From an optimization exercise on the open Yosys and OpenROAD flow, aimed at small area, a short achievable clock period and few clock cycles per item; shortcuts taken in it are not production practice.
In this exercise RTL edits were held to simulation tests only and were not proved equivalent to the original.

==> build 11 <==
==> flow/design.v (excerpt) <==
module integer_calculator_alu #(
  parameter int DATA_WIDTH = 32
) (
  input  logic        clk_i,
  input  logic        rst_ni,
  input  logic        in_valid_i,
  output logic        in_ready_o,
  input  logic [3:0]  req_type_i,
  input  logic [31:0] operand_a_i,
  input  logic [31:0] operand_b_i,
  output logic        out_valid_o,
  input  logic        out_ready_i,
  output logic [31:0] result_value_o,
  output logic [2:0]  status_o
);
  localparam int S_IDLE  = 0;
  localparam int S_SETUP = 1;
  localparam int S_MUL   = 2;
  localparam int S_NORM  = 3;
  localparam int S_DIV   = 4;
  localparam int S_GINIT = 5;
  localparam int S_GCD   = 6;
  localparam int S_PMUL  = 8;
  localparam int S_PSQ   = 9;
  localparam int S_OVF   = 10;
  localparam int S_LMUL  = 11;
  localparam int S_FIN   = 12;
  localparam int S_DONE  = 13;
  localparam int S_NORM0 = 14;
  localparam int NS      = 15;
  function automatic logic [5:0] clz32(input logic [31:0] x);
    logic [3:0] nib;
    logic [7:0] nz;
    logic [1:0] l [8];
    logic [2:0] j;
    for (int n = 0; n < 8; n++) begin
      nib   = x[31-4*n -: 4];
      nz[n] = |nib;
      l[n]  = nib[3] ? 2'd0 : nib[2] ? 2'd1 : nib[1] ? 2'd2 : 2'd3;
    end
  ...
make LEC_CHECK=0 CAP_MARGIN=40 CORE_MARGIN=2 CORE_UTILIZATION=40 PLACE_DENSITY=0.45 SETUP_SLACK_MARGIN=1.5 SLEW_MARGIN=40 finish   # period 8.0 ns
run.sh (not shown) runs the stock make flow with config.mk's settings and CLKGATE_MAP_FILE= SYNTH_SCRIPT=/design/flow/synth_recipe.tcl, a recipe that flattens the netlist after the stock synthesis.
==> build 24 (differences from build 11) <==
GPL_TIMING_DRIVEN = 0   (was not set)
SETUP_SLACK_MARGIN = 2.0   (was 1.5)
==> qor summary <==
quantity                                                                        build 24                    build 11
Worst slack at placement                                                        -2.23 ns                    0.185 ns
Async set or reset register ratio after synthesis                                 0.0749                      0.0749
Cell with the most instances after synthesis                    sky130_fd_sc_hd__nand2_1    sky130_fd_sc_hd__nand2_1
Combined area of all synthesized cells                                        0.0485 mm²                  0.0485 mm²
Number of library cell types mapped by synthesis                                     113                         113
Number of gates resized after CTS                                                    874                         143
Share of synthesized area occupied by flip-flops and latches                      0.0933                      0.0933
Most used flip-flop cell after synthesis                        sky130_fd_sc_hd__dfxtp_1    sky130_fd_sc_hd__dfxtp_1
Post-DP Area                                                                  0.0531 mm²                  0.0533 mm²
Mux contribution to synthesized area                                              0.0770                      0.0770
Yosys top cell by area                                          sky130_fd_sc_hd__a21oi_1    sky130_fd_sc_hd__a21oi_1
GP Congestion                                                                       1.35                        1.23
Root cell of the clock tree                                   sky130_fd_sc_hd__clkbuf_16  sky130_fd_sc_hd__clkbuf_16
Number of top-level pins                                                             109                         109
Placed Instances                                                                   8,925                       8,729
Adder and majority cell fraction of the synthesized area                           0.116                       0.116
Synth Area in Simple Gates                                                         0.228                       0.228
Buffer count from post-CTS setup fixing                                              199                          33
Compound-cell area share of the yosys netlist                                      0.341                       0.341
Outcome                                                                   did not finish    timing/DRC/antenna clean
Stage where the flow stopped                                    global routing (5_1_grt)                           -
Clock tree buffer depth                                                                2                           2
Sum of net half-perimeters after detailed placement                           363,000 µm                  319,000 µm
Hold buffer count at cts                                                               0                           0
Synthesized Nets                                                                   7,607                       7,607
Testbench counts of build 11, summed over its fixed seeds: cycles 18,589, items 2,400.
Testbench counts of build 24, summed over its fixed seeds: cycles 18,589, items 2,400.


==> run E <==
Another version of the RTL of integer_calculator_alu (not shown whole).
Settings: LEC_CHECK=0, CAP_MARGIN=20, CORE_MARGIN=2, CORE_UTILIZATION=40, PLACE_DENSITY=0.45, SETUP_SLACK_MARGIN=2.0, SLEW_MARGIN=20; clock period 8.0 ns.
==> run G: changes against run E <==
--- a/flow/design.v
+++ b/flow/design.v
@@ -33,14 +33,15 @@
   localparam int S_IDLE  = 0;
   localparam int S_SETUP = 1;
   localparam int S_MUL   = 2;
   localparam int S_NORM  = 3;
   localparam int S_DIV   = 4;
   localparam int S_GINIT = 5;
   localparam int S_GCD   = 6;
+  localparam int S_POWST = 7;
   localparam int S_PMUL  = 8;
   localparam int S_PSQ   = 9;
   localparam int S_OVF   = 10;
   localparam int S_LMUL  = 11;
   localparam int S_FIN   = 12;
   localparam int S_DONE  = 13;
   localparam int S_NORM0 = 14;
@@ -293,15 +294,14 @@
       end
       OP_MOD: begin
         if (ib_zero) imm_st = ST_DIVZERO;
         else imm = 1'b0;
       end
       OP_POW: begin
         if (ib_neg) imm_st = ST_DOMAIN;
-        else if (operand_b_i[30:1] == 30'd0) imm_v = operand_b_i[0] ? operand_a_i : 32'd1;
         else if (operand_a_i[0] || operand_b_i[30:5] == 26'd0) imm = 1'b0;
       end
       OP_FACT: begin
         if (ia_neg) imm_st = ST_DOMAIN;
         else if (operand_a_i[30:6] == 25'd0 && operand_a_i[5:0] < 6'd34) imm_v = fact_rom(operand_a_i[5:0]);
       end
       OP_GCD, OP_LCM: begin
@@ -347,47 +347,46 @@
           a_d  = operand_a_i;
           b_d  = operand_b_i;
           op_d = req_type_i;
           if (imm) begin
             fin   = 1'b1;
             res_d = imm_v;
             st_d  = imm_st;
-          end else if (req_type_i == OP_MUL) begin
-            cnt_d = 5'd0;
-            neg_d = 1'b0;
-            nxt   = S_MUL;
-            go    = 1'b1;
-          end else if (req_type_i == OP_POW) begin
-            b_d   = {operand_b_i[31:1], 1'b0};
-            c_d   = operand_b_i[0] ? operand_a_i : 32'd1;
-            cnt_d = 5'd0;
-            neg_d = 1'b0;
-            nxt   = S_PSQ;
-            go    = 1'b1;
           end else begin
             nxt = S_SETUP;
             go  = 1'b1;
           end
         end else if (state_q[S_DONE] && out_ready_i) begin
           nxt = S_IDLE;
           go  = 1'b1;
         end
       end
       state_q[S_SETUP]: begin
         cnt_d = 5'd0;
         unique case (op_q)
+          OP_MUL: begin
+            neg_d = 1'b0;
+            nxt   = S_MUL;
+            go    = 1'b1;
+          end
           OP_DIV, OP_MOD: begin
             a_d   = abs_a;
             b_d   = abs_b;
             neg_d = (op_q == OP_DIV) ? (a_q[31] ^ b_q[31]) : a_q[31];
             cnt_d = sh_div[4:0];
             sml_d = (clz_b < clz_a);
             nxt   = S_NORM;
             go    = 1'b1;
           end
+          OP_POW: begin
+            c_d   = 32'd1;
+            neg_d = 1'b0;
+            nxt   = S_POWST;
+            go    = 1'b1;
+          end
           default: begin    
             a_d   = rsh_out;
             cnt_d = rsh_amt;            
             c_d   = ge1 ? b_q : a_q;    
             p_d   = ge1 ? a_q : b_q;    
             nxt   = S_GINIT;
             go    = 1'b1;
@@ -409,16 +408,16 @@
         sml_d = (clz_b < clz_a);
         nxt   = S_NORM;
         go    = 1'b1;
       end
       state_q[S_NORM]: begin
         c_d = 32'd0;
         if (sml_q) begin
-          fin   = 1'b1;
-          res_d = (op_q == OP_MOD) ? fin_neg : 32'd0;
+          nxt = S_FIN;
+          go  = 1'b1;
         end else begin
           b_d   = lsh_out;
           nxt   = S_DIV;
           go    = 1'b1;
         end
       end
       state_q[S_DIV]: begin
@@ -445,20 +444,14 @@
         go  = 1'b1;
       end
       state_q[S_GCD]: begin
         if (a_q == b_q) begin
           if (op_q == OP_GCD) begin
             fin   = 1'b1;
             res_d = lsh_out;
-          end else if (a_q == 32'd1 && cnt_q == 5'd0) begin
-            a_d   = p_q;     
-            b_d   = c_q;     
-            cnt_d = 5'd0;
-            nxt   = S_LMUL;
-            go    = 1'b1;
           end else begin
             a_d = c_q;       
             b_d = lsh_out;   
             nxt = S_NORM0;
             go  = 1'b1;
           end
         end else begin
@@ -474,14 +467,28 @@
         end
       end
       state_q[S_OVF]: begin
         fin = 1'b1;
         if (neg_q || p_q[31]) st_d = ST_OVERFLOW;
         else res_d = p_q;
       end
+      state_q[S_POWST]: begin
+        if (b_q == 32'd0) begin
+          fin   = 1'b1;
+          res_d = 32'd1;
+        end else if (b_q[0]) begin
+          c_d = a_q;
+          b_d = {b_q[31:1], 1'b0};
+          nxt = (b_q[31:1] == 31'd0) ? S_FIN : S_PSQ;
+          go  = 1'b1;
+        end else begin
+          nxt = S_PSQ;
+          go  = 1'b1;
+        end
+      end
       state_q[S_PSQ]: begin
         if (rsv_q) begin
           b_d   = b_q >> 1;
           cnt_d = 5'd0;
           if (b_q[1] && c_q == 32'd1) begin
             b_d = {1'b0, b_q[31:2], 1'b0};
             nxt = (b_q[31:2] == 30'd0) ? S_FIN : S_PSQ;
- SETUP_SLACK_MARGIN: 2.0 -> 1.5
==> run summary <==
Count of cell instances traversed by the critical path: run E 20; run G 18
Total number of placement rows: run E 127; run G 125
Setup slack after layout: run E 1.43 ns; run G 1.19 ns
Multi-input gate area in the final layout: run E 0.0431 mm^2; run G 0.0396 mm^2
Outcome: run E timing/DRC/antenna clean; run G finished with violations
Reasons for failing layout checks: run E -; run G max-capacitance violations, max-slew violations
Final worst path period need: run E 6.57 ns; run G 6.81 ns
Total setup buffers inserted after CTS: run E 92; run G 17
Share of cell area taken by multi-input logic gates: run E 0.732; run G 0.736
Peak per-stage delay on the critical path: run E 0.81 ns; run G 0.80 ns
Share of cell area taken by muxes after synthesis: run E 0.0598; run G 0.0709
Initial cell density of the core: run E 0.404; run G 0.402
Number of sequential cells in the layout: run E 187; run G 188
All-Layer GR Usage: run E 0.643; run G 0.600
Final non-clock buffer share: run E 0.119; run G 0.102
Maximum operating frequency: run E 152 MHz; run G 147 MHz
Initial antenna violation count: run E 68; run G 72
Worst setup skew after layout: run E 0.0317 ns; run G 0.0378 ns
Met1 layer wirelength in the final routing: run E 133000 um; run G 124000 um
Proportion of cell area occupied by registers: run E 0.0834; run G 0.0914
GR Util met2: run E 0.835; run G 0.776
Testbench counts of run E, summed over its fixed seeds: cycles 18,759, items 2,400.
Testbench counts of run G, summed over its fixed seeds: cycles 20,791, items 2,400.

## what the ideal ports hide
The flow's constraints put no driver on any port. The routed layouts listed below were extracted and timed again, unchanged, in two steps.
Step 1 sets driving cells, clkbuf_16 on the clock port and buf_2 on the other inputs (assumed; they add their load-dependent delay and slew).
Step 2 times the ports against the registers' clock, not the clock port: input delays grow and output delays shrink by t, the midpoint of the rising clock arrivals with the driver on.
Three values: ideal ports, drivers, drivers and shift; two values: the first two.
| run | t, ns | slack for setup (ns) | slew at the worst register clock pin (ns) |
|---|---|---|---|
| build 11 | 0.702 | 0.885 / 0.885 / 0.704 | 0.12 / 0.12 |
| run E | 0.644 | 1.431 / 1.431 / 1.405 | 0.12 / 0.12 |
| run G | 0.667 | 1.188 / 1.188 / 0.956 | 0.11 / 0.11 |
For run G, which loses most, drivers alone change the setup slack by 0.000 ns; drivers and shift together by -0.232 ns.
